Source: an optimization exercise on an open RTL-to-GDS flow (aim: small area, a short achievable clock period and few clock cycles per item). Production flows keep margins and buffers that such runs may drop. In this exercise RTL edits were held to simulation tests only and were not proved equivalent to the original. Power and IR drop assume default switching activity.

## flow/standard.sh

```bash
#!/bin/bash
# synth_recipe.tcl (not shown) runs the flow's synth.tcl, then flattens the netlist and writes it again
# the make line also repeats each setting of config.mk as NAME=value (left out here)
make -C /OpenROAD-flow-scripts/flow DESIGN_CONFIG=/design/flow/config.mk WORK_HOME=/design/flow/orfs CLKGATE_MAP_FILE= SYNTH_SCRIPT=/design/flow/synth_recipe.tcl "${@:-finish}"
```

## flow/constraint.sdc

```tcl
create_clock -name core_clock -period 10.0 [get_ports {clk}]
set_input_delay 2.0000 -clock core_clock [delete_from_list [all_inputs] [get_ports {clk}]]
set_output_delay 2.0000 -clock core_clock [all_outputs]
set_load 0.01 [all_outputs]
```

## flow/flow/run.sh

```bash
#!/bin/bash
set -euo pipefail
MARGIN=${FLOW_SETUP_MARGIN:-6.6}
sed "s/SETUP_SLACK_MARGIN=[0-9.]*/SETUP_SLACK_MARGIN=${MARGIN}/" standard.sh > standard_margin.sh
bash standard_margin.sh > standard.log 2>&1
```

## flow/config.mk

```make
export PLATFORM = sky130hd
export DESIGN_NAME = soc_curve_interp_validate
export DESIGN_NICKNAME = soc_curve_interp_validate
export VERILOG_FILES = /design/flow/design.v
export SDC_FILE = /design/flow/constraint.sdc
export NUM_CORES = 4
export LEC_CHECK = 0
export ABC_AREA = 1
export CAP_MARGIN = 20
export CORE_MARGIN = 2
export CORE_UTILIZATION = 40
export SETUP_SLACK_MARGIN = 5
export SLEW_MARGIN = 20
```

## flow/design.v

```verilog
module soc_curve_interp_validate #(
  parameter int NUM_POINTS = 8
) (
  input  logic        clk,
  input  logic        rst,
  input  logic        cfg_wen,
  input  logic        cfg_index,
  input  logic [7:0]  cfg_data,
  input  logic        in_valid,
  output logic        in_ready,
  input  logic [19:0] in_data,
  output logic        out_valid,
  input  logic        out_ready,
  output logic [15:0] out_data
);
  logic [7:0] ve;
  logic [6:0] mt;
  logic       busy;
  always_ff @(posedge clk) begin
    if (rst) begin
      ve <= 8'd53;
      mt <= 7'd5;
    end else begin
      if (cfg_wen && cfg_index) mt <= cfg_data[6:0];
      if (cfg_wen && !cfg_index) ve <= cfg_data;
      else if (busy) ve <= {ve[1:0], ve[7:2]};
    end
  end
  logic [2:0]  eseg;    
  logic [1:0]  ebit;
  logic [13:0] acc;
  logic [1:0]  vbits;
  logic [15:0] mk;      
  logic [15:0] acc_sum;
  logic [13:0] acc_next;
  logic [4:0]  t1;
  logic [5:0]  t2;
  logic [6:0]  t3;
  logic [6:0]  t4;
  logic [5:0]  t5;
  assign vbits = ve[1:0];
  logic kt_new_n22, kt_new_n23, kt_new_n25, kt_new_n26, kt_new_n28, kt_new_n29, kt_new_n30, kt_new_n31, kt_new_n32, kt_new_n33, kt_new_n35, kt_new_n36, kt_new_n37, kt_new_n38, kt_new_n39, kt_new_n41, kt_new_n42, kt_new_n43, kt_new_n44, kt_new_n45, kt_new_n47, kt_new_n48, kt_new_n49, kt_new_n51, kt_new_n52, kt_new_n53, kt_new_n55, kt_new_n56, kt_new_n58, kt_new_n60, kt_new_n61, kt_new_n62, kt_new_n63, kt_new_n65, kt_new_n66, kt_new_n67, kt_new_n69, kt_new_n71, kt_new_n72, kt_new_n73, kt_new_n76;
  assign kt_new_n22 = ~eseg[2] & vbits[0];
  assign kt_new_n23 = eseg[1] & kt_new_n22;
  assign mk[15] = vbits[1] & kt_new_n23;
  assign kt_new_n25 = ~eseg[2] & vbits[1];
  assign kt_new_n26 = ~vbits[0] & kt_new_n25;
  assign mk[14] = eseg[1] & kt_new_n26;
  assign kt_new_n28 = eseg[1] & ~eseg[0];
  assign kt_new_n29 = ~eseg[1] & ~eseg[0];
  assign kt_new_n30 = ~eseg[2] & kt_new_n29;
  assign kt_new_n31 = vbits[0] & kt_new_n29;
  assign kt_new_n32 = eseg[2] & kt_new_n31;
  assign kt_new_n33 = ~kt_new_n23 & ~kt_new_n32;
  assign mk[0] = ~kt_new_n28 & ~kt_new_n33;
  assign kt_new_n35 = ~eseg[0] & vbits[1];
  assign kt_new_n36 = ~kt_new_n22 & ~kt_new_n35;
  assign kt_new_n37 = ~eseg[1] & ~kt_new_n36;
  assign kt_new_n38 = ~kt_new_n25 & ~kt_new_n37;
  assign kt_new_n39 = ~mk[0] & kt_new_n38;
  assign mk[3] = ~kt_new_n30 & ~kt_new_n39;
  assign kt_new_n41 = ~kt_new_n28 & mk[3];
  assign kt_new_n42 = vbits[1] & kt_new_n41;
  assign kt_new_n43 = vbits[0] & ~mk[15];
  assign kt_new_n44 = ~kt_new_n23 & ~kt_new_n25;
  assign kt_new_n45 = kt_new_n43 & ~kt_new_n44;
  assign mk[13] = kt_new_n42 | kt_new_n45;
  assign kt_new_n47 = ~mk[14] & ~kt_new_n37;
  assign kt_new_n48 = kt_new_n26 & ~kt_new_n47;
  assign kt_new_n49 = mk[3] & kt_new_n43;
  assign mk[12] = kt_new_n48 | kt_new_n49;
  assign kt_new_n51 = kt_new_n22 & mk[13];
  assign kt_new_n52 = ~eseg[0] & kt_new_n26;
  assign kt_new_n53 = ~kt_new_n31 & ~kt_new_n52;
  assign mk[9] = kt_new_n51 | ~kt_new_n53;
  assign kt_new_n55 = kt_new_n22 & mk[9];
  assign kt_new_n56 = ~eseg[1] & kt_new_n25;
  assign mk[11] = kt_new_n55 | kt_new_n56;
  assign kt_new_n58 = eseg[1] & kt_new_n42;
  assign mk[10] = ~kt_new_n47 | kt_new_n58;
  assign kt_new_n60 = ~vbits[1] & kt_new_n22;
  assign kt_new_n61 = ~kt_new_n26 & ~kt_new_n60;
  assign kt_new_n62 = ~mk[12] & ~kt_new_n61;
  assign kt_new_n63 = vbits[1] & ~kt_new_n33;
  assign mk[8] = kt_new_n62 | kt_new_n63;
  assign kt_new_n65 = ~kt_new_n22 & ~kt_new_n28;
  assign kt_new_n66 = ~kt_new_n47 & kt_new_n65;
  assign kt_new_n67 = ~mk[3] & ~kt_new_n66;
  assign mk[7] = ~mk[0] & ~kt_new_n67;
  assign kt_new_n69 = kt_new_n33 & ~kt_new_n60;
  assign mk[6] = kt_new_n66 | ~kt_new_n69;
  assign kt_new_n71 = ~kt_new_n23 & ~kt_new_n26;
  assign kt_new_n72 = eseg[0] & ~kt_new_n71;
  assign kt_new_n73 = kt_new_n31 & ~kt_new_n63;
  assign mk[5] = kt_new_n72 | kt_new_n73;
  assign mk[4] = ~kt_new_n31 & kt_new_n41;
  assign kt_new_n76 = ~mk[6] & ~mk[5];
  assign mk[2] = ~kt_new_n30 & ~kt_new_n76;
  assign mk[1] = kt_new_n41 & ~mk[8];
  assign acc_sum  = {2'b0, (ebit == 2'd0) ? 14'd0 : acc} + mk;
  assign acc_next = acc_sum[15:2];
  always_ff @(posedge clk) begin
    if (rst || (cfg_wen && !cfg_index)) begin
      busy <= 1'b1;
      eseg <= 3'd0;
      ebit <= 2'd0;
    end else if (busy) begin
      ebit <= ebit + 2'd1;
      if (ebit == 2'd3) begin
        eseg <= eseg + 3'd1;
        if (eseg == 3'd4) busy <= 1'b0;
      end
    end
  end
  always_ff @(posedge clk) begin
    acc <= acc_next;
  end
  always_ff @(posedge clk) begin
    if (busy && ebit == 2'd3) begin
      case (eseg)
        3'd0: t1 <= acc_next[11:7];
        3'd1: t2 <= acc_next[12:7];
        3'd2: t3 <= acc_next[13:7];
        3'd3: t4 <= acc_next[13:7];
        default: t5 <= acc_next[12:7];
      endcase
    end
  end
  logic [2:0] t6;
  logic [1:0] t7;
  logic t67_new_n14, t67_new_n15, t67_new_n16, t67_new_n17, t67_new_n18, t67_new_n19, t67_new_n21, t67_new_n22, t67_new_n23, t67_new_n24, t67_new_n25, t67_new_n26, t67_new_n27, t67_new_n28, t67_new_n30, t67_new_n31, t67_new_n32, t67_new_n33, t67_new_n34, t67_new_n35, t67_new_n36, t67_new_n37, t67_new_n38, t67_new_n39, t67_new_n40, t67_new_n41, t67_new_n42, t67_new_n43, t67_new_n44, t67_new_n45, t67_new_n46, t67_new_n47, t67_new_n48, t67_new_n51;
  assign t67_new_n14 = ve[7] & ve[6];
  assign t67_new_n15 = ve[2] & ve[1];
  assign t67_new_n16 = ~ve[3] & ~t67_new_n15;
  assign t67_new_n17 = ve[7] & ve[5];
  assign t67_new_n18 = ve[4] & t67_new_n17;
  assign t67_new_n19 = ~t67_new_n16 & t67_new_n18;
  assign t6[2] = t67_new_n14 | t67_new_n19;
  assign t67_new_n21 = ve[1] & ve[0];
  assign t67_new_n22 = ~ve[2] & ~t67_new_n21;
  assign t67_new_n23 = ve[6] & ve[4];
  assign t67_new_n24 = ve[3] & t67_new_n23;
  assign t67_new_n25 = ~t67_new_n22 & t67_new_n24;
  assign t67_new_n26 = ve[6] & ve[5];
  assign t67_new_n27 = ~ve[7] & ~t67_new_n26;
  assign t67_new_n28 = ~t67_new_n25 & t67_new_n27;
  assign t6[1] = ~t6[2] & ~t67_new_n28;
  assign t67_new_n30 = ~ve[4] & ~ve[2];
  assign t67_new_n31 = ~ve[3] & t67_new_n30;
  assign t67_new_n32 = t67_new_n26 & ~t67_new_n31;
  assign t67_new_n33 = t6[2] & t67_new_n32;
  assign t67_new_n34 = ~t6[2] & ~t67_new_n32;
  assign t67_new_n35 = ~t67_new_n33 & ~t67_new_n34;
  assign t67_new_n36 = ~ve[1] & ~ve[0];
  assign t67_new_n37 = t67_new_n30 & t67_new_n36;
  assign t67_new_n38 = ve[7] & ~t67_new_n37;
  assign t67_new_n39 = ~ve[6] & ~t67_new_n38;
  assign t67_new_n40 = ~t67_new_n25 & ~t67_new_n39;
  assign t67_new_n41 = ~ve[5] & ~t67_new_n40;
  assign t67_new_n42 = ve[3] & t67_new_n15;
  assign t67_new_n43 = ve[7] & ~ve[3];
  assign t67_new_n44 = ~ve[5] & ~t67_new_n43;
  assign t67_new_n45 = ~ve[4] & ~t67_new_n17;
  assign t67_new_n46 = ~t67_new_n44 & t67_new_n45;
  assign t67_new_n47 = ~t67_new_n42 & t67_new_n46;
  assign t67_new_n48 = ~t67_new_n41 & ~t67_new_n47;
  assign t6[0] = ~t67_new_n35 & t67_new_n48;
  assign t7[1] = t67_new_n14 & ~t67_new_n46;
  assign t67_new_n51 = ~ve[7] & ~t67_new_n32;
  assign t7[0] = ~t7[1] & ~t67_new_n51;
  logic        r0_v;
  logic [12:0] v;
  logic [6:0]  r0_c;
  logic [6:0]  e;
  logic ev_new_n21, ev_new_n22, ev_new_n23, ev_new_n24, ev_new_n25, ev_new_n26, ev_new_n27, ev_new_n28, ev_new_n29, ev_new_n30, ev_new_n31, ev_new_n33, ev_new_n34, ev_new_n35, ev_new_n36, ev_new_n37, ev_new_n38, ev_new_n39, ev_new_n40, ev_new_n41, ev_new_n42, ev_new_n43, ev_new_n44, ev_new_n45, ev_new_n46, ev_new_n47, ev_new_n48, ev_new_n49, ev_new_n50, ev_new_n51, ev_new_n52, ev_new_n53, ev_new_n54, ev_new_n55, ev_new_n56, ev_new_n57, ev_new_n58, ev_new_n59, ev_new_n60, ev_new_n61, ev_new_n62, ev_new_n63, ev_new_n64, ev_new_n65, ev_new_n66, ev_new_n67, ev_new_n68, ev_new_n69, ev_new_n70, ev_new_n71, ev_new_n72, ev_new_n73, ev_new_n74, ev_new_n75, ev_new_n76, ev_new_n77, ev_new_n78, ev_new_n79, ev_new_n80, ev_new_n81, ev_new_n82, ev_new_n83, ev_new_n84, ev_new_n85, ev_new_n86, ev_new_n87, ev_new_n88, ev_new_n89, ev_new_n90, ev_new_n91, ev_new_n92, ev_new_n93, ev_new_n94, ev_new_n95, ev_new_n96, ev_new_n97, ev_new_n98, ev_new_n99, ev_new_n100, ev_new_n101, ev_new_n102, ev_new_n103, ev_new_n104, ev_new_n105, ev_new_n106, ev_new_n107, ev_new_n108, ev_new_n109, ev_new_n110, ev_new_n111, ev_new_n112, ev_new_n113, ev_new_n114, ev_new_n115, ev_new_n116, ev_new_n117, ev_new_n118, ev_new_n119, ev_new_n120, ev_new_n121, ev_new_n122, ev_new_n123, ev_new_n125, ev_new_n126, ev_new_n127, ev_new_n128, ev_new_n130, ev_new_n131, ev_new_n132, ev_new_n133, ev_new_n134, ev_new_n135, ev_new_n136, ev_new_n137, ev_new_n138, ev_new_n139, ev_new_n140, ev_new_n141, ev_new_n142, ev_new_n143, ev_new_n144, ev_new_n145, ev_new_n146, ev_new_n147, ev_new_n148, ev_new_n150, ev_new_n151, ev_new_n152, ev_new_n153, ev_new_n154, ev_new_n155, ev_new_n156, ev_new_n157, ev_new_n158, ev_new_n159, ev_new_n160, ev_new_n161, ev_new_n162, ev_new_n163, ev_new_n164, ev_new_n165, ev_new_n166, ev_new_n167, ev_new_n168, ev_new_n169, ev_new_n170, ev_new_n171, ev_new_n172, ev_new_n173, ev_new_n174, ev_new_n175, ev_new_n176, ev_new_n177, ev_new_n178, ev_new_n179, ev_new_n180, ev_new_n181, ev_new_n182, ev_new_n183, ev_new_n184, ev_new_n185, ev_new_n186, ev_new_n187, ev_new_n188, ev_new_n189, ev_new_n190, ev_new_n191, ev_new_n192, ev_new_n193, ev_new_n194, ev_new_n195, ev_new_n196, ev_new_n197, ev_new_n198, ev_new_n199, ev_new_n200, ev_new_n201, ev_new_n202, ev_new_n203, ev_new_n204, ev_new_n205, ev_new_n206, ev_new_n207, ev_new_n208, ev_new_n209, ev_new_n210, ev_new_n211, ev_new_n212, ev_new_n213, ev_new_n214, ev_new_n215, ev_new_n216, ev_new_n217, ev_new_n218, ev_new_n219, ev_new_n220, ev_new_n221, ev_new_n222, ev_new_n223, ev_new_n224, ev_new_n225, ev_new_n226, ev_new_n227, ev_new_n228, ev_new_n229, ev_new_n230, ev_new_n231, ev_new_n232, ev_new_n234, ev_new_n235, ev_new_n236, ev_new_n237, ev_new_n238, ev_new_n239, ev_new_n240, ev_new_n241, ev_new_n242, ev_new_n243, ev_new_n244, ev_new_n245, ev_new_n246, ev_new_n247, ev_new_n248, ev_new_n249, ev_new_n250, ev_new_n251, ev_new_n252, ev_new_n253, ev_new_n254, ev_new_n255, ev_new_n256, ev_new_n257, ev_new_n258, ev_new_n259, ev_new_n260, ev_new_n261, ev_new_n262, ev_new_n263, ev_new_n264, ev_new_n265, ev_new_n266, ev_new_n267, ev_new_n268, ev_new_n269, ev_new_n270, ev_new_n271, ev_new_n272, ev_new_n273, ev_new_n275, ev_new_n276, ev_new_n277, ev_new_n278, ev_new_n279, ev_new_n280, ev_new_n281, ev_new_n282, ev_new_n283, ev_new_n284, ev_new_n285, ev_new_n286, ev_new_n287, ev_new_n288, ev_new_n289, ev_new_n290, ev_new_n291, ev_new_n292, ev_new_n293, ev_new_n294, ev_new_n295, ev_new_n296, ev_new_n297, ev_new_n298, ev_new_n299, ev_new_n300, ev_new_n301, ev_new_n302, ev_new_n303, ev_new_n304, ev_new_n305, ev_new_n306, ev_new_n307, ev_new_n308, ev_new_n309, ev_new_n310, ev_new_n311, ev_new_n312, ev_new_n313, ev_new_n314, ev_new_n315, ev_new_n316, ev_new_n317, ev_new_n318, ev_new_n319, ev_new_n320, ev_new_n321, ev_new_n322, ev_new_n323, ev_new_n324, ev_new_n325, ev_new_n326, ev_new_n327, ev_new_n328, ev_new_n329, ev_new_n330, ev_new_n331, ev_new_n332, ev_new_n333, ev_new_n334, ev_new_n335, ev_new_n336, ev_new_n337, ev_new_n338, ev_new_n339, ev_new_n340, ev_new_n341, ev_new_n342, ev_new_n343, ev_new_n344, ev_new_n345, ev_new_n346, ev_new_n347, ev_new_n348, ev_new_n349;
  assign ev_new_n21 = v[11] & v[10];
  assign ev_new_n22 = v[9] & ev_new_n21;
  assign ev_new_n23 = v[6] & v[4];
  assign ev_new_n24 = v[7] & ev_new_n23;
  assign ev_new_n25 = ~v[2] & ~v[1];
  assign ev_new_n26 = ~v[3] & ev_new_n25;
  assign ev_new_n27 = v[5] & v[4];
  assign ev_new_n28 = ~ev_new_n26 & ev_new_n27;
  assign ev_new_n29 = ev_new_n24 & ev_new_n28;
  assign ev_new_n30 = ~v[8] & ~ev_new_n29;
  assign ev_new_n31 = ev_new_n22 & ~ev_new_n30;
  assign e[6] = v[12] | ev_new_n31;
  assign ev_new_n33 = ~v[7] & v[6];
  assign ev_new_n34 = ~v[5] & ~v[4];
  assign ev_new_n35 = ~ev_new_n27 & ~ev_new_n34;
  assign ev_new_n36 = v[1] & v[0];
  assign ev_new_n37 = v[2] & ev_new_n36;
  assign ev_new_n38 = v[3] & ev_new_n37;
  assign ev_new_n39 = ev_new_n35 & ev_new_n38;
  assign ev_new_n40 = ~v[5] & ~ev_new_n39;
  assign ev_new_n41 = ev_new_n33 & ~ev_new_n40;
  assign ev_new_n42 = ~v[8] & v[6];
  assign ev_new_n43 = v[7] & ~v[6];
  assign ev_new_n44 = v[1] & ev_new_n43;
  assign ev_new_n45 = ~v[3] & ~ev_new_n33;
  assign ev_new_n46 = v[5] & ~v[2];
  assign ev_new_n47 = ~v[4] & ev_new_n46;
  assign ev_new_n48 = ev_new_n45 & ev_new_n47;
  assign ev_new_n49 = ~ev_new_n44 & ev_new_n48;
  assign ev_new_n50 = v[8] & ev_new_n49;
  assign ev_new_n51 = ~v[1] & ~v[0];
  assign ev_new_n52 = v[2] & ~ev_new_n51;
  assign ev_new_n53 = v[7] & ~ev_new_n52;
  assign ev_new_n54 = v[5] & v[3];
  assign ev_new_n55 = ~ev_new_n53 & ev_new_n54;
  assign ev_new_n56 = ~ev_new_n27 & ~ev_new_n55;
  assign ev_new_n57 = ev_new_n43 & ~ev_new_n56;
  assign ev_new_n58 = ~v[5] & ~v[3];
  assign ev_new_n59 = ~ev_new_n26 & ~ev_new_n58;
  assign ev_new_n60 = ev_new_n24 & ~ev_new_n59;
  assign ev_new_n61 = ~v[7] & ~v[6];
  assign ev_new_n62 = ~v[2] & ~ev_new_n36;
  assign ev_new_n63 = ~ev_new_n53 & ~ev_new_n62;
  assign ev_new_n64 = ~v[3] & ~ev_new_n63;
  assign ev_new_n65 = v[3] & ~ev_new_n62;
  assign ev_new_n66 = ~v[7] & ~v[4];
  assign ev_new_n67 = ~ev_new_n65 & ev_new_n66;
  assign ev_new_n68 = ~ev_new_n64 & ~ev_new_n67;
  assign ev_new_n69 = v[5] & ev_new_n68;
  assign ev_new_n70 = ~ev_new_n61 & ~ev_new_n69;
  assign ev_new_n71 = ~ev_new_n37 & ev_new_n45;
  assign ev_new_n72 = ~ev_new_n38 & ~ev_new_n71;
  assign ev_new_n73 = ~v[4] & ev_new_n72;
  assign ev_new_n74 = ~ev_new_n70 & ev_new_n73;
  assign ev_new_n75 = ~ev_new_n60 & ~ev_new_n74;
  assign ev_new_n76 = ~ev_new_n57 & ~ev_new_n75;
  assign ev_new_n77 = ~v[5] & ~ev_new_n68;
  assign ev_new_n78 = ~v[6] & ~v[4];
  assign ev_new_n79 = ~ev_new_n23 & ~ev_new_n78;
  assign ev_new_n80 = ev_new_n77 & ev_new_n79;
  assign ev_new_n81 = v[3] & ~ev_new_n61;
  assign ev_new_n82 = ~ev_new_n36 & ev_new_n81;
  assign ev_new_n83 = v[2] & v[1];
  assign ev_new_n84 = ~v[7] & ev_new_n83;
  assign ev_new_n85 = v[7] & ~ev_new_n83;
  assign ev_new_n86 = ~ev_new_n84 & ~ev_new_n85;
  assign ev_new_n87 = v[6] & ~v[4];
  assign ev_new_n88 = v[5] & ev_new_n87;
  assign ev_new_n89 = ev_new_n86 & ev_new_n88;
  assign ev_new_n90 = ~ev_new_n54 & ~ev_new_n78;
  assign ev_new_n91 = ~ev_new_n35 & ev_new_n52;
  assign ev_new_n92 = ~ev_new_n90 & ev_new_n91;
  assign ev_new_n93 = ~ev_new_n89 & ~ev_new_n92;
  assign ev_new_n94 = ~ev_new_n82 & ~ev_new_n93;
  assign ev_new_n95 = v[3] & ev_new_n83;
  assign ev_new_n96 = ev_new_n87 & ev_new_n95;
  assign ev_new_n97 = ~v[2] & ev_new_n51;
  assign ev_new_n98 = ev_new_n78 & ev_new_n97;
  assign ev_new_n99 = ~ev_new_n96 & ~ev_new_n98;
  assign ev_new_n100 = v[7] & ~ev_new_n99;
  assign ev_new_n101 = ~ev_new_n94 & ~ev_new_n100;
  assign ev_new_n102 = ~ev_new_n80 & ev_new_n101;
  assign ev_new_n103 = ~ev_new_n76 & ev_new_n102;
  assign ev_new_n104 = ~v[8] & ~ev_new_n103;
  assign ev_new_n105 = ~ev_new_n50 & ~ev_new_n104;
  assign ev_new_n106 = ~ev_new_n42 & ev_new_n105;
  assign ev_new_n107 = ev_new_n58 & ~ev_new_n99;
  assign ev_new_n108 = ev_new_n34 & ~ev_new_n65;
  assign ev_new_n109 = v[6] & ~ev_new_n28;
  assign ev_new_n110 = ~ev_new_n108 & ev_new_n109;
  assign ev_new_n111 = ~ev_new_n107 & ~ev_new_n110;
  assign ev_new_n112 = ~ev_new_n106 & ~ev_new_n111;
  assign ev_new_n113 = ~ev_new_n41 & ~ev_new_n112;
  assign ev_new_n114 = v[7] & ~v[5];
  assign ev_new_n115 = v[6] & ev_new_n114;
  assign ev_new_n116 = ev_new_n113 & ~ev_new_n115;
  assign ev_new_n117 = v[8] & ~v[6];
  assign ev_new_n118 = ~ev_new_n42 & ~ev_new_n117;
  assign ev_new_n119 = ~ev_new_n116 & ev_new_n118;
  assign ev_new_n120 = ev_new_n116 & ~ev_new_n118;
  assign ev_new_n121 = v[7] & ev_new_n22;
  assign ev_new_n122 = ~ev_new_n120 & ev_new_n121;
  assign ev_new_n123 = ~ev_new_n119 & ev_new_n122;
  assign e[5] = v[12] | ev_new_n123;
  assign ev_new_n125 = ~v[12] & ev_new_n22;
  assign ev_new_n126 = ~ev_new_n57 & ev_new_n116;
  assign ev_new_n127 = v[8] & ev_new_n43;
  assign ev_new_n128 = ev_new_n126 & ~ev_new_n127;
  assign e[4] = ev_new_n125 & ~ev_new_n128;
  assign ev_new_n130 = ev_new_n27 & ~ev_new_n113;
  assign ev_new_n131 = ~ev_new_n35 & ~ev_new_n87;
  assign ev_new_n132 = ~ev_new_n77 & ~ev_new_n131;
  assign ev_new_n133 = ~ev_new_n69 & ev_new_n132;
  assign ev_new_n134 = ev_new_n37 & ~ev_new_n133;
  assign ev_new_n135 = ~v[7] & ~ev_new_n134;
  assign ev_new_n136 = ~ev_new_n111 & ~ev_new_n135;
  assign ev_new_n137 = ev_new_n111 & ev_new_n133;
  assign ev_new_n138 = ~ev_new_n136 & ~ev_new_n137;
  assign ev_new_n139 = ~ev_new_n130 & ev_new_n138;
  assign ev_new_n140 = ~v[8] & ~ev_new_n139;
  assign ev_new_n141 = v[8] & v[7];
  assign ev_new_n142 = ~ev_new_n126 & ~ev_new_n141;
  assign ev_new_n143 = v[5] & ~ev_new_n49;
  assign ev_new_n144 = ~v[6] & ~ev_new_n143;
  assign ev_new_n145 = v[6] & ev_new_n143;
  assign ev_new_n146 = ~ev_new_n144 & ~ev_new_n145;
  assign ev_new_n147 = ~ev_new_n142 & ev_new_n146;
  assign ev_new_n148 = ~ev_new_n140 & ~ev_new_n147;
  assign e[3] = ev_new_n125 & ~ev_new_n148;
  assign ev_new_n150 = v[12] & ~v[11];
  assign ev_new_n151 = ~v[10] & ~v[9];
  assign ev_new_n152 = ~v[8] & ev_new_n151;
  assign ev_new_n153 = ev_new_n150 & ev_new_n152;
  assign ev_new_n154 = ~v[3] & ev_new_n34;
  assign ev_new_n155 = ev_new_n61 & ~ev_new_n83;
  assign ev_new_n156 = ev_new_n154 & ev_new_n155;
  assign ev_new_n157 = ev_new_n153 & ev_new_n156;
  assign ev_new_n158 = v[12] & ~ev_new_n157;
  assign ev_new_n159 = v[5] & ev_new_n62;
  assign ev_new_n160 = v[6] & ~ev_new_n52;
  assign ev_new_n161 = ~ev_new_n97 & ~ev_new_n160;
  assign ev_new_n162 = ~ev_new_n159 & ev_new_n161;
  assign ev_new_n163 = v[7] & ev_new_n162;
  assign ev_new_n164 = ~ev_new_n72 & ~ev_new_n163;
  assign ev_new_n165 = ev_new_n78 & ~ev_new_n164;
  assign ev_new_n166 = ev_new_n61 & ~ev_new_n77;
  assign ev_new_n167 = v[4] & v[1];
  assign ev_new_n168 = ~ev_new_n83 & ~ev_new_n167;
  assign ev_new_n169 = ~v[6] & ~v[0];
  assign ev_new_n170 = ~ev_new_n168 & ev_new_n169;
  assign ev_new_n171 = ~ev_new_n25 & ~ev_new_n83;
  assign ev_new_n172 = ~v[6] & v[4];
  assign ev_new_n173 = ~ev_new_n171 & ev_new_n172;
  assign ev_new_n174 = ~v[6] & ~v[2];
  assign ev_new_n175 = ~v[4] & ~ev_new_n174;
  assign ev_new_n176 = ev_new_n171 & ev_new_n175;
  assign ev_new_n177 = ~ev_new_n173 & ~ev_new_n176;
  assign ev_new_n178 = ~ev_new_n170 & ev_new_n177;
  assign ev_new_n179 = v[5] & ev_new_n178;
  assign ev_new_n180 = ev_new_n62 & ev_new_n87;
  assign ev_new_n181 = v[3] & ~ev_new_n97;
  assign ev_new_n182 = ~ev_new_n180 & ev_new_n181;
  assign ev_new_n183 = ~ev_new_n179 & ~ev_new_n182;
  assign ev_new_n184 = ~ev_new_n166 & ev_new_n183;
  assign ev_new_n185 = ~ev_new_n74 & ev_new_n184;
  assign ev_new_n186 = ev_new_n165 & ev_new_n185;
  assign ev_new_n187 = ~ev_new_n23 & ~ev_new_n133;
  assign ev_new_n188 = ~ev_new_n186 & ev_new_n187;
  assign ev_new_n189 = v[5] & ~ev_new_n61;
  assign ev_new_n190 = v[3] & ~ev_new_n25;
  assign ev_new_n191 = ev_new_n24 & ev_new_n190;
  assign ev_new_n192 = ~ev_new_n189 & ~ev_new_n191;
  assign ev_new_n193 = ev_new_n99 & ~ev_new_n192;
  assign ev_new_n194 = ~v[8] & ~ev_new_n193;
  assign ev_new_n195 = ~ev_new_n188 & ev_new_n194;
  assign ev_new_n196 = ev_new_n61 & ev_new_n108;
  assign ev_new_n197 = ~v[6] & ~ev_new_n55;
  assign ev_new_n198 = v[2] & ~ev_new_n27;
  assign ev_new_n199 = ev_new_n53 & ~ev_new_n198;
  assign ev_new_n200 = ~v[7] & ev_new_n36;
  assign ev_new_n201 = ev_new_n198 & ev_new_n200;
  assign ev_new_n202 = ~v[3] & ~ev_new_n201;
  assign ev_new_n203 = ~ev_new_n199 & ev_new_n202;
  assign ev_new_n204 = v[6] & ~ev_new_n154;
  assign ev_new_n205 = ev_new_n62 & ~ev_new_n78;
  assign ev_new_n206 = ~ev_new_n204 & ev_new_n205;
  assign ev_new_n207 = ~ev_new_n203 & ev_new_n206;
  assign ev_new_n208 = ~ev_new_n197 & ev_new_n207;
  assign ev_new_n209 = ~ev_new_n196 & ~ev_new_n208;
  assign ev_new_n210 = ~ev_new_n143 & ev_new_n209;
  assign ev_new_n211 = ev_new_n95 & ~ev_new_n178;
  assign ev_new_n212 = v[8] & ~ev_new_n211;
  assign ev_new_n213 = ~v[8] & ev_new_n181;
  assign ev_new_n214 = ev_new_n57 & ~ev_new_n213;
  assign ev_new_n215 = ~ev_new_n212 & ~ev_new_n214;
  assign ev_new_n216 = v[9] & ~ev_new_n215;
  assign ev_new_n217 = ~ev_new_n210 & ev_new_n216;
  assign ev_new_n218 = ev_new_n29 & ev_new_n215;
  assign ev_new_n219 = ev_new_n55 & ev_new_n165;
  assign ev_new_n220 = ~v[4] & ev_new_n83;
  assign ev_new_n221 = v[5] & ~v[3];
  assign ev_new_n222 = ~ev_new_n220 & ev_new_n221;
  assign ev_new_n223 = ~ev_new_n39 & ~ev_new_n222;
  assign ev_new_n224 = ev_new_n33 & ~ev_new_n223;
  assign ev_new_n225 = ev_new_n29 & ~ev_new_n71;
  assign ev_new_n226 = ~v[9] & ~ev_new_n225;
  assign ev_new_n227 = ev_new_n21 & ~ev_new_n226;
  assign ev_new_n228 = ~ev_new_n224 & ev_new_n227;
  assign ev_new_n229 = ~ev_new_n219 & ev_new_n228;
  assign ev_new_n230 = ~ev_new_n218 & ev_new_n229;
  assign ev_new_n231 = ~ev_new_n217 & ev_new_n230;
  assign ev_new_n232 = ~ev_new_n195 & ev_new_n231;
  assign e[2] = ev_new_n158 | ev_new_n232;
  assign ev_new_n234 = v[2] & ev_new_n130;
  assign ev_new_n235 = v[7] & ~ev_new_n167;
  assign ev_new_n236 = ~ev_new_n36 & ev_new_n235;
  assign ev_new_n237 = ~ev_new_n174 & ~ev_new_n235;
  assign ev_new_n238 = ~ev_new_n236 & ~ev_new_n237;
  assign ev_new_n239 = v[2] & ev_new_n23;
  assign ev_new_n240 = ev_new_n51 & ev_new_n78;
  assign ev_new_n241 = ev_new_n58 & ~ev_new_n240;
  assign ev_new_n242 = ~ev_new_n239 & ev_new_n241;
  assign ev_new_n243 = ~ev_new_n238 & ev_new_n242;
  assign ev_new_n244 = ev_new_n185 & ~ev_new_n243;
  assign ev_new_n245 = ev_new_n24 & ev_new_n244;
  assign ev_new_n246 = v[4] & ~ev_new_n164;
  assign ev_new_n247 = ev_new_n209 & ~ev_new_n246;
  assign ev_new_n248 = ~v[6] & ev_new_n114;
  assign ev_new_n249 = ev_new_n65 & ev_new_n248;
  assign ev_new_n250 = ev_new_n215 & ~ev_new_n249;
  assign ev_new_n251 = ~ev_new_n247 & ~ev_new_n250;
  assign ev_new_n252 = ~ev_new_n245 & ~ev_new_n251;
  assign ev_new_n253 = ev_new_n105 & ev_new_n252;
  assign ev_new_n254 = ~ev_new_n58 & ~ev_new_n79;
  assign ev_new_n255 = ~ev_new_n97 & ev_new_n254;
  assign ev_new_n256 = ev_new_n195 & ev_new_n255;
  assign ev_new_n257 = ev_new_n253 & ~ev_new_n256;
  assign ev_new_n258 = ~ev_new_n234 & ev_new_n257;
  assign ev_new_n259 = ev_new_n125 & ~ev_new_n258;
  assign ev_new_n260 = ev_new_n40 & ev_new_n43;
  assign ev_new_n261 = ~v[12] & v[8];
  assign ev_new_n262 = ev_new_n21 & ev_new_n261;
  assign ev_new_n263 = ~ev_new_n41 & ev_new_n262;
  assign ev_new_n264 = ~ev_new_n260 & ev_new_n263;
  assign ev_new_n265 = ~v[7] & ev_new_n226;
  assign ev_new_n266 = ~v[5] & ~ev_new_n95;
  assign ev_new_n267 = ev_new_n90 & ~ev_new_n266;
  assign ev_new_n268 = v[7] & ~ev_new_n44;
  assign ev_new_n269 = ev_new_n267 & ~ev_new_n268;
  assign ev_new_n270 = ~ev_new_n226 & ~ev_new_n269;
  assign ev_new_n271 = ~ev_new_n265 & ~ev_new_n270;
  assign ev_new_n272 = ev_new_n264 & ev_new_n271;
  assign ev_new_n273 = ~ev_new_n157 & ~ev_new_n272;
  assign e[1] = ev_new_n259 | ~ev_new_n273;
  assign ev_new_n275 = ~v[4] & ~ev_new_n84;
  assign ev_new_n276 = ev_new_n58 & ~ev_new_n97;
  assign ev_new_n277 = ~ev_new_n275 & ev_new_n276;
  assign ev_new_n278 = ev_new_n253 & ev_new_n277;
  assign ev_new_n279 = ~ev_new_n49 & ev_new_n209;
  assign ev_new_n280 = ~ev_new_n244 & ~ev_new_n279;
  assign ev_new_n281 = ~v[2] & v[1];
  assign ev_new_n282 = ~ev_new_n200 & ~ev_new_n281;
  assign ev_new_n283 = ev_new_n23 & ~ev_new_n282;
  assign ev_new_n284 = v[4] & ev_new_n36;
  assign ev_new_n285 = v[7] & v[2];
  assign ev_new_n286 = ~ev_new_n78 & ev_new_n285;
  assign ev_new_n287 = ~ev_new_n284 & ev_new_n286;
  assign ev_new_n288 = ~ev_new_n52 & ev_new_n61;
  assign ev_new_n289 = ~v[1] & v[0];
  assign ev_new_n290 = ev_new_n66 & ev_new_n289;
  assign ev_new_n291 = ~ev_new_n288 & ~ev_new_n290;
  assign ev_new_n292 = ~ev_new_n287 & ev_new_n291;
  assign ev_new_n293 = ~ev_new_n283 & ev_new_n292;
  assign ev_new_n294 = ev_new_n155 & ev_new_n293;
  assign ev_new_n295 = ~ev_new_n280 & ~ev_new_n294;
  assign ev_new_n296 = ~ev_new_n278 & ev_new_n295;
  assign ev_new_n297 = v[9] & ~ev_new_n296;
  assign ev_new_n298 = v[4] & ~v[0];
  assign ev_new_n299 = ev_new_n26 & ev_new_n298;
  assign ev_new_n300 = v[9] & ~ev_new_n181;
  assign ev_new_n301 = ~ev_new_n299 & ev_new_n300;
  assign ev_new_n302 = ev_new_n260 & ~ev_new_n301;
  assign ev_new_n303 = ev_new_n203 & ~ev_new_n226;
  assign ev_new_n304 = v[7] & ~ev_new_n35;
  assign ev_new_n305 = ~v[9] & ~ev_new_n304;
  assign ev_new_n306 = ~v[5] & v[2];
  assign ev_new_n307 = v[7] & v[0];
  assign ev_new_n308 = ~ev_new_n298 & ~ev_new_n307;
  assign ev_new_n309 = ev_new_n306 & ~ev_new_n308;
  assign ev_new_n310 = v[3] & ~ev_new_n86;
  assign ev_new_n311 = ~ev_new_n309 & ev_new_n310;
  assign ev_new_n312 = ~ev_new_n305 & ev_new_n311;
  assign ev_new_n313 = ev_new_n204 & ~ev_new_n312;
  assign ev_new_n314 = ~ev_new_n303 & ev_new_n313;
  assign ev_new_n315 = ~ev_new_n302 & ~ev_new_n314;
  assign ev_new_n316 = ~ev_new_n297 & ev_new_n315;
  assign ev_new_n317 = ev_new_n262 & ~ev_new_n316;
  assign ev_new_n318 = v[1] & ev_new_n78;
  assign ev_new_n319 = ~ev_new_n162 & ~ev_new_n318;
  assign ev_new_n320 = ~ev_new_n76 & ev_new_n215;
  assign ev_new_n321 = ~ev_new_n319 & ~ev_new_n320;
  assign ev_new_n322 = ev_new_n215 & ~ev_new_n293;
  assign ev_new_n323 = ~ev_new_n321 & ~ev_new_n322;
  assign ev_new_n324 = ev_new_n54 & ~ev_new_n323;
  assign ev_new_n325 = ev_new_n23 & ev_new_n213;
  assign ev_new_n326 = ~ev_new_n267 & ~ev_new_n325;
  assign ev_new_n327 = ~ev_new_n114 & ev_new_n326;
  assign ev_new_n328 = ev_new_n68 & ~ev_new_n185;
  assign ev_new_n329 = ev_new_n209 & ~ev_new_n328;
  assign ev_new_n330 = ~ev_new_n178 & ~ev_new_n329;
  assign ev_new_n331 = v[7] & ev_new_n25;
  assign ev_new_n332 = ~ev_new_n326 & ev_new_n331;
  assign ev_new_n333 = ~ev_new_n330 & ~ev_new_n332;
  assign ev_new_n334 = ~ev_new_n327 & ~ev_new_n333;
  assign ev_new_n335 = ev_new_n46 & ~ev_new_n298;
  assign ev_new_n336 = ~ev_new_n167 & ~ev_new_n306;
  assign ev_new_n337 = ~ev_new_n335 & ev_new_n336;
  assign ev_new_n338 = ~v[7] & ~v[5];
  assign ev_new_n339 = ev_new_n51 & ~ev_new_n338;
  assign ev_new_n340 = ev_new_n45 & ~ev_new_n339;
  assign ev_new_n341 = ~ev_new_n54 & ~ev_new_n81;
  assign ev_new_n342 = ~ev_new_n340 & ev_new_n341;
  assign ev_new_n343 = ~ev_new_n337 & ev_new_n342;
  assign ev_new_n344 = ~ev_new_n244 & ~ev_new_n343;
  assign ev_new_n345 = ~v[8] & ~ev_new_n344;
  assign ev_new_n346 = ~ev_new_n334 & ~ev_new_n345;
  assign ev_new_n347 = ~ev_new_n324 & ev_new_n346;
  assign ev_new_n348 = ev_new_n125 & ~ev_new_n347;
  assign ev_new_n349 = ~ev_new_n157 & ~ev_new_n348;
  assign e[0] = ev_new_n317 | ~ev_new_n349;
  logic [2:0] sg;
  always_comb begin
    if (v >= 13'd3893) sg = 3'd1;
    else if (v >= 13'd3783) sg = 3'd2;
    else if (v >= 13'd3721) sg = 3'd3;
    else if (v >= 13'd3686) sg = 3'd4;
    else if (v >= 13'd3575) sg = 3'd5;
    else if (v >= 13'd3487) sg = 3'd6;
    else sg = 3'd7;
  end
  logic [6:0] t_raw;
  always_comb begin
    case (sg)
      3'd1: t_raw = {2'd0, t1};
      3'd2: t_raw = {1'd0, t2};
      3'd3: t_raw = t3;
      3'd4: t_raw = t4;
      3'd5: t_raw = {1'd0, t5};
      3'd6: t_raw = {4'd0, t6};
      default: t_raw = {5'd0, t7};
    endcase
  end
  logic       r1_v;
  logic [6:0] r1_e, r1_c, r1_t;
  logic [6:0] tol;
  logic [7:0] d;
  logic [6:0] ad;
  logic       ok;
  assign tol = (r1_t < mt) ? mt : r1_t;
  assign d   = {1'b0, r1_c} - {1'b0, r1_e};
  assign ad  = d[7] ? 7'(-d) : d[6:0];
  assign ok  = (ad < r1_t) || (ad < mt);
  logic       s_v;
  logic       s_ok, h_ok;
  logic [6:0] s_e, s_t, h_e, h_t;
  logic       h_free, r1_en, r0_en;
  assign h_free = !out_valid || out_ready;
  assign r1_en  = !r1_v || !s_v;
  assign r0_en  = !r0_v || r1_en;
  logic       r0_v_n, r1_v_n, s_v_n, busy_n;
  always_comb begin
    r0_v_n = r0_en ? (in_valid && in_ready) : r0_v;
    r1_v_n = r1_en ? r0_v : r1_v;
    s_v_n  = h_free ? 1'b0 : (s_v || r1_v);
    busy_n = (cfg_wen && !cfg_index) || (busy && !(ebit == 2'd3 && eseg == 3'd4));
  end
  always_ff @(posedge clk) begin
    if (rst) begin
      r0_v      <= 1'b0;
      r1_v      <= 1'b0;
      s_v       <= 1'b0;
      out_valid <= 1'b0;
      in_ready  <= 1'b0;
    end else begin
      r0_v      <= r0_v_n;
      r1_v      <= r1_v_n;
      s_v       <= s_v_n;
      out_valid <= h_free ? (s_v || r1_v) : 1'b1;
      in_ready  <= !busy_n && (!r0_v_n || !r1_v_n || !s_v_n);
    end
  end
  always_ff @(posedge clk) begin
    if (r0_en) begin
      v    <= in_data[19:7];
      r0_c <= in_data[6:0];
    end
    if (r1_en) begin
      r1_e <= e;
      r1_c <= r0_c;
      r1_t <= t_raw;
    end
    if (!s_v) begin
      s_ok <= ok;
      s_e  <= r1_e;
      s_t  <= tol;
    end
    if (h_free) begin
      if (s_v) begin
        h_ok <= s_ok;
        h_e  <= s_e;
        h_t  <= s_t;
      end else begin
        h_ok <= ok;
        h_e  <= r1_e;
        h_t  <= tol;
      end
    end
  end
  assign out_data = {h_ok, h_e, 1'b0, h_t};
endmodule
```

==> impl_metrics.toml, run 1 <==
[synthesis]
syn_avg_cell_area_um2 = 8.440
syn_inst = 998
ys_ff_latch = 142
synth.distinct_cells = 58
ys_async_sr_fraction_pct = 0
syn-cell-area_um2 = 8423
ys.flop_type = "edfxtp_1"
yosysWarnings = 1
synth_edf_count = 87
seq_area_frac_synth_pct = 44.09
synth_nets = 1093

[sta]
fmax_mhz = 291.9
hold_viol_final = 0
fin_tns_setup_ps = 0
finClkSkew_ps = 7.881
rsz0062_at_grt = "yes"
whs_ps = 420.9
maxSlewHeadroom_pct = 34.51
finalCriticalPeriod_ps = 3425
setup_violations = 0
drv_slew = 0
fin_crit_sh_pct = 34.25
tightest_slew_ps = 980.0

[drt]
drcViolationCount = 0
via_per_inst = 5.160
wl_met1_um = 9636
routedWlPerCell_um = 15.58
wl_met2_um = 9834
wl_um = 21190
drtAntennaViolNets = 0
wl_met3_um = 1363
top_layer = "met4"
vias = 7017
first_iter_violations = 617
drt_first_pass_iters = 6

[critical_path]
critPathKind = "reg2reg"
crit_path_cell_trace = "nor2_4 > nand2_1 > o21ai_2 > inv_2 > nor2_4 > nor2_2 > nor2_2 > inv_1 > nor2_2 > nand2_1 > nand2_1 > nand2_1 > o211ai_1 > nand2_1 > o21ai_1 > ha_1 > a21oi_2 > o21bai_1 > a21oi_1 > nand2_4 > nand2_2 > nand2_2"
worstPathMaxFanout = 7
cp_common_cell = "nand2_1"
critPathArrivalTime_ps = 3590
r2r-end = "t4[5]$_DFFE_PP_"
max_stage_delay_ps = 380
cp-end-kind = "flop"
r2r_cells = 22
r2r-start = "eseg[2]$_SDFFE_PP0P_"
critical_path.slowest_cell = "dfxtp_4"
critPathLaunchType = "flop"
r2r_setup_slack_ps = 6570
required_ps = 10160

[pwr]
switching_share_pct = 29.08
p_int_w = 0.001276
p_seq_share_pct = 40.6
peakVddDrop_mv = 0.1189
p_leak_nw = 4.445
comb_power_share_pct = 23.3
p_clk_share_pct = 36.1
switching_power_w = 0.0005231
cellPowerDensity_nw_per_um2 = 176.4

[floorplan]
io_pins = 52
rows = 53
die_h_um = 149.1
fp.dieArea_um2 = 22230
core_area_um2 = 20820
start_util_pct = 40.45
die_width_um = 149.1

[cts]
clkSlewWorstSetupHoldPaths_ps = 60
root_buffer = "clkbuf_16"
clockBufferDepth = 2
numClockSinks = 142
cts_hold_buffers = 0
clock_latency_ps = 420
tritoncts.num_buffers = 17
cts_max_level = 4
cts_tree = "done"

[finish]
final_area_um2 = 10200
final_util_pct = 48.97
nNetsFinal = 1167
synthToLayoutAreaGrowth_pct = 21.06
layout-drive-gt1-share_pct = 15.48
n_fill_cell = 1989
diodes = 0

[job]
drv_cap = 0

[min_path]
min_to = "r1_c[0]$_DFFE_PN_"
hold_depth = 0
hp-start = "r0_c[0]$_DFFE_PN_"
min_path_type = "reg2reg"

[global_routing]
grt_max_degree = 31
overflow = 0
antenna_found_initial = 0
groute.usage.overall_pct = 19.47
grt_pass1_wl_um = 33940
grt_pass1_vias = 6586

[placement]
io_buffer_count = 50
gp_congestion = 0.9506
place_hpwl_um = 15100
dpl-instance-area_um2 = 9141

[status]
status = "complete, no violations"
sequential cells by signal (all words and copies together), names as in the netlist, 2 cells and up:
name,flops
acc,14
ebit,2
eseg,3
h_e,7
h_t,7
mt,7
r0_c,7
r1_c,7
r1_e,7
r1_t,7
s_e,7
s_t,7
t1,5
t2,6
t3,7
t4,7
t5,6
v,13
ve,8
layout by cell type (no fill, tap or decap), drive strengths merged, types with 2 or more instances in the layout:
cell,synthesis,routed
nand2,230,230
inv,130,132
nor2,97,97
edfxtp,87,87
o21ai,80,80
ha,60,60
a21oi,58,58
nand3,56,56
dfxtp,55,55
clkdlybuf4s50,0,50
buf,16,32
clkbuf,11,22
xor2,17,17
nand4,15,15
nor3,15,15
o211ai,10,10
a31oi,9,9
clkinv,2,9
o21bai,5,5
xnor2,5,5
or2,5,5
o221ai,4,4
a21o,4,4
a211oi,4,4
o2111ai,3,3
a21boi,3,3
a32oi,2,2
a221oi,2,2
a32o,2,2
worst max path at each step:
| stage | to | slack (ps) | from |
|---|---|---|---|
| global placement | t2[3]$_DFFE_PP_ | 6360 | ve[1]$_SDFFE_PP0P_ |
| CTS | t5[3]$_DFFE_PP_ | 6610 | eseg[1]$_SDFFE_PP0P_ |
| detailed placement | t1[3]$_DFFE_PP_ | 6220 | eseg[1]$_SDFFE_PP0P_ |
| global route | t2[5]$_DFFE_PP_ | 6410 | eseg[2]$_SDFFE_PP0P_ |
| finish | t4[5]$_DFFE_PP_ | 6570 | eseg[2]$_SDFFE_PP0P_ |
| floorplan | t1[3]$_DFFE_PP_ | 6700 | eseg[0]$_SDFFE_PP0P_ |
layout make-up:
class                      instances  area [um2]  area share (%)
multi-input combinational        697        4240           41.58
timing repair buffer              82       744.5           7.301
sequential                       142        3732           36.60
clock inverter                    10       95.09          0.9325
clock buffer                      22       528.0           5.178
inverter                         132       513.0           5.031
tap                              275       344.1           3.374
Yosys cell counts, types with 5 or more instances:
library cell / count / area (um2)
a21oi_1: 56 / 280.3
a31oi_1: 9 / 56.30
buf_2: 6 / 30.03
buf_4: 8 / 60.06
clkbuf_1: 11 / 41.29
dfxtp_1: 55 / 1101
edfxtp_1: 87 / 2613
ha_1: 60 / 750.7
inv_1: 120 / 450.4
inv_2: 8 / 30.03
nand2_1: 210 / 788.3
nand2_2: 16 / 100.1
nand3_1: 50 / 250.2
nand3_2: 6 / 60.06
nand4_1: 15 / 93.84
nor2_1: 90 / 337.8
nor3_1: 13 / 65.06
o211ai_1: 10 / 75.07
o21ai_0: 68 / 340.3
o21ai_1: 5 / 25.02
o21ai_2: 5 / 43.79
o21bai_1: 5 / 37.54
xnor2_1: 5 / 43.79
xor2_1: 17 / 148.9
power by group through the flow:
stage / combinational [W] / clock [W] / sequential (W)
after floorplan: 0.000270 / 0 / 0.000734
after global placement: 0.000367 / 0 / 0.000743
after detailed placement: 0.000370 / 0 / 0.000743
after CTS: 0.000383 / 0.000663 / 0.000731
after global routing: 0.000473 / 0.000684 / 0.000736
final: 0.000420 / 0.000649 / 0.000730
critical path: cells and delay by family (launching register included):
| family | cells | cell delay [ps] |
|---|---|---|
| buffers and inverters | 2 | 150 |
| DFF | 1 | 380 |
| adders and majority gates | 1 | 350 |
| AOI/OAI and AO/OA | 6 | 980 |
| and+or+nand+nor | 13 | 1290 |
kinds of logic (layout without fill, tap and decap cells):
| group | count (synthesis) | after routing | synth area share [%] |
|---|---|---|---|
| AOI/OAI and AO/OA | 192 | 192 | 14.02 |
| xor gates and xnor gates | 22 | 22 | 2.288 |
| adders and majority gates | 61 | 61 | 9.150 |
| buffers and inverters | 159 | 246 | 7.828 |
| DFF | 142 | 142 | 44.09 |
| other | 1 | 1 | 0.04452 |
| and+or+nand+nor | 421 | 421 | 22.58 |
per-stage QoR:
stage | power, W | cells | worst slack, ps
finish | 0.001799 | 1360 | 6575
global route | 0.001894 | 1360 | 6410
CTS | 0.001776 | 1342 | 6610
detailed placement | 0.001113 | 1299 | 6223
global placement | 0.001110 | 1299 | 6356
floorplan | 0.001005 | 998 | 6700
repair_timing:
action | 4_1_cts | 5_1_grt
buffers inserted | 11 | 18
endpoints found under the setup margin | 38 | 40
hold endpoints to repair | 0 | 0
pin swaps | 7 | 24
resized for setup | 28 | 35
metal layers:
layer | track usage, % | up-vias
met4 | 6.333 | 0
met3 | 4.709 | 27
met2 | 31.11 | 253
met1 | 26.04 | 3219
met5 | 0 | -
li1 | - | 3518
Testbench counts, summed over its fixed seeds: cycles 3,368, items 3,200.
==> inputs of run 2 (changes only) <==
==> flow/flow/run.sh (replaced) <==
#!/bin/bash
set -euo pipefail
MARGIN=${FLOW_SETUP_MARGIN:-6.6}
export BUFFER_PORTS_ARGS="-buffer_cell sky130_fd_sc_hd__buf_1"
sed "s/SETUP_SLACK_MARGIN=[0-9.]*/SETUP_SLACK_MARGIN=${MARGIN}/" standard.sh > standard_margin.sh
bash standard_margin.sh > standard.log 2>&1
--- a/flow/config.mk
+++ b/flow/config.mk
@@ -9,5 +9,8 @@
 export CAP_MARGIN = 20
 export CORE_MARGIN = 2
 export CORE_UTILIZATION = 40
+export CTS_BUF_LIST = sky130_fd_sc_hd__clkbuf_8
+export CTS_CLUSTER_DIAMETER = 300
+export CTS_CLUSTER_SIZE = 100
 export SETUP_SLACK_MARGIN = 5
 export SLEW_MARGIN = 20
==> impl_metrics.toml, run 2 <==
[status]
status = "complete, no violations"

[sta]
maxSlewHeadroom_pct = 37.14
fin_ws_ps = 6665
finalCriticalPeriod_ps = 3335
drv_slew = 0
fin_tns_setup_ps = 0
setup_violations = 0
fin_crit_sh_pct = 33.35
fmax_mhz = 299.8
finClkSkew_ps = 14.35
hold_viol_final = 0
tightest_slew_ps = 940.6
rsz0062_at_grt = "yes"

[finish]
layout_commonest_cell = "nand2_1"
reg_top3 = "acc: 14 flops, v: 13 flops, ve: 8 flops"
synthToLayoutAreaGrowth_pct = 14.10
largest_register = "acc"
n_fill_cell = 2080
largest_reg_flops = 14
final_cell_mix = "nand2_1 (200), inv_1 (116), edfxtp_1 (87)"
layout-drive-gt1-share_pct = 14.76
final_area_um2 = 9610
nNetsFinal = 1159
diodes = 0

[placement]
io_buffer_count = 50
place_ws_ps = 6257
gp_congestion = 0.9837
place_hpwl_um = 15120
dpl-instance-area_um2 = 8828

[critical_path]
endpoint = "t3[3]$_DFFE_PP_"
required_ps = 10180
cp-end-kind = "flop"
path_buf_inv = 2
critPathArrivalTime_ps = 3520
r2r_setup_slack_ps = 6660
critical_path.slowest_cell = "dfxtp_4"
max_stage_delay_ps = 390
r2r-end = "t3[3]$_DFFE_PP_"
r2r_cells = 24
path_depth = 24
r2r-start = "eseg[0]$_SDFFE_PP0P_"
critPathKind = "reg2reg"
critPathLaunchType = "flop"
crit_path_cell_trace = "inv_4 > ha_4 > nand2_4 > o21ai_2 > inv_2 > nor2_4 > nor2_2 > nor2_2 > a32o_2 > a21oi_2 > or2_1 > nor2_2 > ha_2 > a21oi_2 > nor2_1 > a211oi_2 > o21ai_4 > a21oi_2 > o21ai_2 > a21o_4 > nand2_2 > nand2_1 > nand2_1 > nand2_2"
worstPathMaxFanout = 6
critPathLaunch = "eseg[0]$_SDFFE_PP0P_"
cpLargestDelayFamily = "compound AO/OA/AOI/OAI gates"

[synthesis]
ys_ff_latch = 142
synth_common_cells = "nand2_1 (210), inv_1 (120), nor2_1 (90)"
synth.top_cells.by_area = "edfxtp_1 (31%), dfxtp_1 (13%), nand2_1 (9.4%), ha_1 (8.9%), inv_1 (5.3%)"
syn_avg_cell_area_um2 = 8.440
synth_edf_count = 87
synth_top_cell_by_area = "edfxtp_1"
synth_nets = 1093
seq_area_frac_synth_pct = 44.09
synth_top_area_share_pct = 31.02
yosysMostFrequentCell = "nand2_1"
yosysWarnings = 1
synth.distinct_cells = 58
ys.flop_type = "edfxtp_1"
syn-cell-area_um2 = 8423
syn_inst = 998
ys_async_sr_fraction_pct = 0

[cts]
clkSlewWorstSetupHoldPaths_ps = 90
root_buffer = "clkbuf_8"
clockBufferDepth = 2
cts_tree = "done"
cts_max_level = 4
tritoncts.num_buffers = 17
clock_latency_ps = 450
numClockSinks = 142

[floorplan]
die_h_um = 149.1
start_util_pct = 40.45
die_width_um = 149.1
core_area_um2 = 20820
fp.dieArea_um2 = 22230
rows = 53
io_pins = 52

[drt]
first_iter_violations = 638
routedWlPerCell_um = 15.25
via_per_inst = 5.117
drcViolationCount = 0
drt_first_pass_iters = 5
vias = 6918
wl_um = 20620
drtAntennaViolNets = 0

[global_routing]
grt_pass1_wl_um = 33290
antenna_found_initial = 0
groute.usage.overall_pct = 19.06
grt_pass1_vias = 6548
grt_max_degree = 31
overflow = 0

[pwr]
p_int_w = 0.001111
p_clk_share_pct = 31.1
p_seq_share_pct = 45.0
switching_share_pct = 31.44
comb_power_share_pct = 23.9
cellPowerDensity_nw_per_um2 = 168.6
p_leak_nw = 4.158
peakVddDrop_mv = 0.08837
switching_power_w = 0.0005095

[min_path]
min_path_type = "reg2reg"

[job]
drv_cap = 0
run 2: cell counts after synthesis:
Identical to the previous run, type by type.
run 2: per-layer routing:
metal	wire length (um)	up-vias	track usage [%]
li1	-	3508	-
met4	472	0	6.857
met5	0	-	0
met2	9511	238	30.71
met3	1201	36	4.190
met1	9432	3136	25.28
run 2: cells by family after synthesis:
group | after synthesis | share of synthesized area (%)
XOR/XNOR | 22 | 2.288
AO/OA/AOI/OAI | 192 | 14.02
buffers and inverters | 159 | 7.828
adder cells (fa/ha/maj) | 61 | 9.150
AND/OR/NAND/NOR | 421 | 22.58
flip-flops | 142 | 44.09
other | 1 | 0.04452
run 2: power by group through the flow:
stage               clock network [W]  logic (W)  registers, W
finish                       0.000503   0.000388      0.000729
global route                 0.000536   0.000439      0.000735
CTS                          0.000516   0.000365      0.000730
detailed placement                  0   0.000350      0.000743
global placement                    0   0.000347      0.000743
floorplan                           0   0.000270      0.000734
run 2: final cells by class:
| cell class | instances | area, um2 | area share (%) |
|---|---|---|---|
| sequential | 142 | 3730 | 38.81 |
| tap | 275 | 344.1 | 3.580 |
| clock inverter | 13 | 175.2 | 1.823 |
| inverter | 132 | 508.0 | 5.286 |
| clock buffer | 19 | 261.5 | 2.721 |
| timing repair buffer | 74 | 367.9 | 3.828 |
| multi-input combinational | 697 | 4224 | 43.95 |
run 2: stage by stage:
stage / instances / total power, W / hold slack (ps) / utilization, %
6_report: 1352 / 0.001620 / 434.6 / 46.15
5_1_grt: 1352 / 0.001710 / 443.7 / 46.15
4_1_cts: 1340 / 0.001610 / 435.1 / 45.15
3_5_place_dp: 1299 / 0.001092 / 406.5 / 42.40
3_3_place_gp: 1299 / 0.001090 / 412.6 / 42.40
2_1_floorplan: 998 / 0.001005 / 400.3 / -
run 2: worst min path at each step:
stage,startpoint,endpoint,slack [ps],cells after the start
final,r0_c[2]$_DFFE_PN_,r1_c[2]$_DFFE_PN_,430,0
after global routing,r0_c[1]$_DFFE_PN_,r1_c[1]$_DFFE_PN_,440,0
after floorplan,r0_c[0]$_DFFE_PN_,r1_c[0]$_DFFE_PN_,400,0
after global placement,r0_c[2]$_DFFE_PN_,r1_c[2]$_DFFE_PN_,410,0
after CTS,r0_c[3]$_DFFE_PN_,r1_c[3]$_DFFE_PN_,440,0
after detailed placement,r0_c[0]$_DFFE_PN_,r1_c[0]$_DFFE_PN_,410,0
run 2: timing repair:
| item | CTS | global route |
|---|---|---|
| setup endpoints to repair | 38 | 40 |
| endpoints found under the hold margin | 0 | 0 |
| buffers inserted | 9 | 12 |
| hold buffers | 0 | 0 |
| gates resized for setup | 27 | 27 |
| pin swaps | 7 | 11 |
==> inputs of run 3 (changes only) <==
--- a/flow/design.v
+++ b/flow/design.v
@@ -23,7 +23,7 @@
     end else begin
       if (cfg_wen && cfg_index) mt <= cfg_data[6:0];
       if (cfg_wen && !cfg_index) ve <= cfg_data;
-      else if (busy) ve <= {ve[1:0], ve[7:2]};
+      else if (busy && eseg != 3'd5) ve <= {ve[1:0], ve[7:2]};
     end
   end
   logic [2:0]  eseg;    
@@ -106,23 +106,22 @@
       ebit <= 2'd0;
     end else if (busy) begin
       ebit <= ebit + 2'd1;
-      if (ebit == 2'd3) begin
-        eseg <= eseg + 3'd1;
-        if (eseg == 3'd4) busy <= 1'b0;
-      end
+      if (ebit == 2'd3) eseg <= eseg + 3'd1;
+      if (eseg == 3'd5) busy <= 1'b0;
     end
   end
   always_ff @(posedge clk) begin
     acc <= acc_next;
   end
   always_ff @(posedge clk) begin
-    if (busy && ebit == 2'd3) begin
+    if (busy && ebit == 2'd0) begin
       case (eseg)
-        3'd0: t1 <= acc_next[11:7];
-        3'd1: t2 <= acc_next[12:7];
-        3'd2: t3 <= acc_next[13:7];
-        3'd3: t4 <= acc_next[13:7];
-        default: t5 <= acc_next[12:7];
+        3'd1: t1 <= acc[11:7];
+        3'd2: t2 <= acc[12:7];
+        3'd3: t3 <= acc[13:7];
+        3'd4: t4 <= acc[13:7];
+        3'd5: t5 <= acc[12:7];
+        default: ;
       endcase
     end
   end
@@ -547,7 +546,7 @@
     r0_v_n = r0_en ? (in_valid && in_ready) : r0_v;
     r1_v_n = r1_en ? r0_v : r1_v;
     s_v_n  = h_free ? 1'b0 : (s_v || r1_v);
-    busy_n = (cfg_wen && !cfg_index) || (busy && !(ebit == 2'd3 && eseg == 3'd4));
+    busy_n = (cfg_wen && !cfg_index) || (busy && eseg != 3'd5);
   end
   always_ff @(posedge clk) begin
     if (rst) begin
==> flow/flow/run.sh (replaced) <==
#!/bin/bash
set -euo pipefail
MARGIN=${FLOW_SETUP_MARGIN:-7.0}
export BUFFER_PORTS_ARGS="-buffer_cell sky130_fd_sc_hd__buf_1"
sed "s/SETUP_SLACK_MARGIN=[0-9.]*/SETUP_SLACK_MARGIN=${MARGIN}/" standard.sh > standard_margin.sh
bash standard_margin.sh > standard.log 2>&1
--- a/flow/config.mk
+++ b/flow/config.mk
@@ -10,7 +10,7 @@
 export CORE_MARGIN = 2
 export CORE_UTILIZATION = 40
 export CTS_BUF_LIST = sky130_fd_sc_hd__clkbuf_8
-export CTS_CLUSTER_DIAMETER = 300
-export CTS_CLUSTER_SIZE = 100
+export CTS_CLUSTER_DIAMETER = 150
+export CTS_CLUSTER_SIZE = 50
 export SETUP_SLACK_MARGIN = 5
 export SLEW_MARGIN = 20
==> impl_metrics.toml, run 3 <==
[status]
status = "complete, no violations"

[critical_path]
critPathLaunchType = "flop"
required_ps = 10350
cp-end-kind = "flop"
r2r_setup_slack_ps = 6990
r2r-end = "acc[12]$_DFF_P_"
critPathLaunch = "ve[1]$_SDFFE_PP0N_"
r2r-start = "ve[1]$_SDFFE_PP0N_"
critPathKind = "reg2reg"
r2r_cells = 22
critPathArrivalTime_ps = 3360
worstPathMaxFanout = 7

[synthesis]
synth-simple-area-share_pct = 23.01
synth_fa_ha_area_share_pct = 9.173
synth_nets = 1088
synth.distinct_cells = 57
synth_top_area_share_pct = 31.09
yosysWarnings = 1
synth_edf_count = 87
ys_ff_latch = 142
syn_avg_cell_area_um2 = 8.461
synth_xor_area_share_pct = 2.606
synth_common_cells = "nand2_1 (208), inv_1 (110), edfxtp_1 (87)"
synth.top_cells.by_area = "edfxtp_1 (31%), dfxtp_1 (13%), nand2_1 (9.3%), ha_1 (8.9%), inv_1 (4.9%)"
muxShareOfSynthArea_pct = 0
ys_async_sr_fraction_pct = 0
syn_inst = 993
synth_compound_gate_area_share_pct = 13.64
yosysMostFrequentCell = "nand2_1"
seq_area_frac_synth_pct = 44.20
syn-cell-area_um2 = 8402
ys.flop_type = "edfxtp_1"
synth_top_family_by_area = "simple AND/OR/NAND/NOR gates"
synth_top_cell_by_area = "edfxtp_1"

[floorplan]
fp.dieArea_um2 = 22180
rows = 53
io_pins = 52
core_area_um2 = 20820
start_util_pct = 40.35
die_width_um = 148.9
die_h_um = 148.9

[cts]
root_buffer = "clkbuf_8"
cts_tree = "done"
clockBufferDepth = 2
cts_hold_buffers = 0
clkSlewWorstSetupHoldPaths_ps = 90
tritoncts.num_buffers = 17
clock_latency_ps = 470
cts_max_level = 4
numClockSinks = 142

[global_routing]
overflow = 0
use_met1_pct = 26.04
antenna_found_initial = 0
grt_pass1_vias = 6709
use_met2_pct = 30.48
groute.usage.overall_pct = 19.05
top_usage_layer = "met2"
grt_util_met3_pct = 3.303
grt_pass1_wl_um = 33530
grt_max_degree = 31

[sta]
tightest_slew_ps = 998.4
maxSlewHeadroom_pct = 32.93
setup_violations = 0
finalCriticalPeriod_ps = 3007
rsz0062_at_grt = "yes"
fmax_mhz = 332.6
fin_tns_setup_ps = 0
fin_crit_sh_pct = 30.07
drv_slew = 0
hold_viol_final = 0
finClkSkew_ps = 22.60

[finish]
n_fill_cell = 1962
nNetsFinal = 1189
multi_input_area_um2 = 4397
fin_cells = 1382
largest_register = "acc"
synthToLayoutAreaGrowth_pct = 19.67
final_util_pct = 48.29
diodes = 0
largest_reg_flops = 14
layout_commonest_cell = "nand2_1"
final_area_um2 = 10050
final_cell_mix = "nand2_1 (199), inv_1 (99), edfxtp_1 (87)"
layout-drive-gt1-share_pct = 20.69
reg_top3 = "acc: 14 flops, v: 13 flops, ve: 8 flops"
seqCellArea_um2 = 3732

[drt]
drtAntennaViolNets = 0
wl_um = 21920
vias = 7375
first_iter_violations = 667
via_per_inst = 5.336
drcViolationCount = 0
routedWlPerCell_um = 15.86
drt_first_pass_iters = 6

[job]
drv_cap = 0

[placement]
io_buffer_count = 50
dpl-instance-area_um2 = 8817
place_hpwl_um = 15220
gp_congestion = 0.9531
dp.cells = 1295

[pwr]
peakVddDrop_mv = 0.08079
p_leak_nw = 4.346
cellPowerDensity_nw_per_um2 = 165.4
p_total_w = 0.001663

[min_path]
hp-start = "r0_c[3]$_DFFE_PN_"
min_to = "r1_c[3]$_DFFE_PN_"
min_path_type = "reg2reg"
hold_depth = 0
run 3: cell types whose count changed after synthesis, sizes merged, moves of 3 or more:
cell	delta
o221ai	-3
nand2	-10
a31oi	+5
nor2	-6
a21o	-3
a21oi	+5
o211ai	+6
nand4	+12
o21ai	-10
inv	-3
o2111ai	+3
run 3: report_power, final:
part / internal [W] / switching, W / total [W]
Combinational: 0.000162 / 0.000245 / 0.000407
Clock: 0.000276 / 0.000247 / 0.000523
Sequential: 0.000695 / 0.0000387 / 0.000734
run 3: cells by family after synthesis:
group                      after synthesis
and+or+nand+nor                        420
AOI/OAI and AO/OA                      190
buffers and inverters                  154
DFF                                    142
adders and majority gates               61
xor gates and xnor gates                25
other                                    1
run 3: critical path, stage by stage, from the launching register on:
cell      delay [ps]
dfxtp_4          380
inv_4             70
nor2_4           110
inv_2             90
nor2_4           110
inv_2             80
nor2_2           120
inv_1             60
nand2_2           90
nand3_2          100
nand3_2           90
nor2_1            40
nor2_1            90
ha_1             260
a21oi_2          140
nor2_1            70
a211oi_2         210
o21ai_2          110
a21oi_2          210
o21ai_2          100
nand2_1          100
nand3_2           90
xor2_1           170
run 3: metal layers:
metal | wire, um | part of all wire (%) | vias to the layer above
met1 | 9737 | 44 | 3404
met3 | 1490 | 6.8 | 57
li1 | - | - | 3594
met4 | 516 | 2.4 | 0
met5 | 0 | 0 | -
met2 | 10170 | 46 | 320
run 3: area by class of cell:
class,count,area share (%)
Sequential cell,142,37.12
Clock inverter,15,2.091
Tap cell,275,3.422
Inverter,129,4.978
Timing Repair Buffer,107,6.334
Clock buffer,17,2.327
Multi-Input combinational cell,697,43.73
run 3: what timing repair did:
| action | in CTS | in global routing |
|---|---|---|
| hold endpoints to repair | 0 | 0 |
| pin swaps | 20 | 39 |
| gates resized for setup | 33 | 74 |
| endpoints found under the setup margin | 48 | 35 |
| setup buffers | 27 | 28 |
run 3: per-stage QoR:
stage	hold WS [ps]	setup WS, ps
floorplan	400.3	7005
global placement	412.2	6702
detailed placement	417.2	6580
CTS	437.2	6984
global route	442.4	6837
finish	431.9	6993
run 3: worst max-delay path by stage:
stage                               endpoint  slack (ps)  depth (start not counted)
after floorplan           ve[0]$_SDFFE_PP1N_        7000                          7
after global placement       acc[12]$_DFF_P_        6700                         22
after detailed placement     acc[12]$_DFF_P_        6580                         22
after CTS                        out_data[4]        6980                          1
after global routing          h_ok$_DFFE_PN_        6840                         16
final                        acc[12]$_DFF_P_        6990                         22
Testbench counts of run 3, summed over its fixed seeds: cycles 3,376, items 3,200.

## static timing again, ports no longer ideal
Ports are ideal in the flow. The routed layouts listed here were re-timed in OpenROAD.
Step 1 sets driving cells, clkbuf_16 on the clock port and buf_2 on the other inputs (assumed; they add their load-dependent delay and slew).
Step 2 times the ports against the registers' clock, not the clock port: input delays grow and output delays shrink by t, the midpoint of the rising clock arrivals with the driver on.
Three values: ideal, step 1, step 2; two values: the first two.
run | t (ns) | setup slack, ns | clock arrival spread, ns | worst data-port slew with drivers (ns)
run 1 | 0.468 | 6.575 / 6.575 / 6.433 | 0.009 / 0.009 | 0.04
run 2 | 0.480 | 6.665 / 6.665 / 6.665 | 0.015 / 0.015 | 0.04
run 3 | 0.494 | 6.993 / 6.990 / 6.706 | 0.023 / 0.023 | 0.04
After both steps every run listed still meets setup and hold. The setup slack of run 3, which loses most, moves by -0.003 ns with the drivers and by -0.287 ns with both steps.
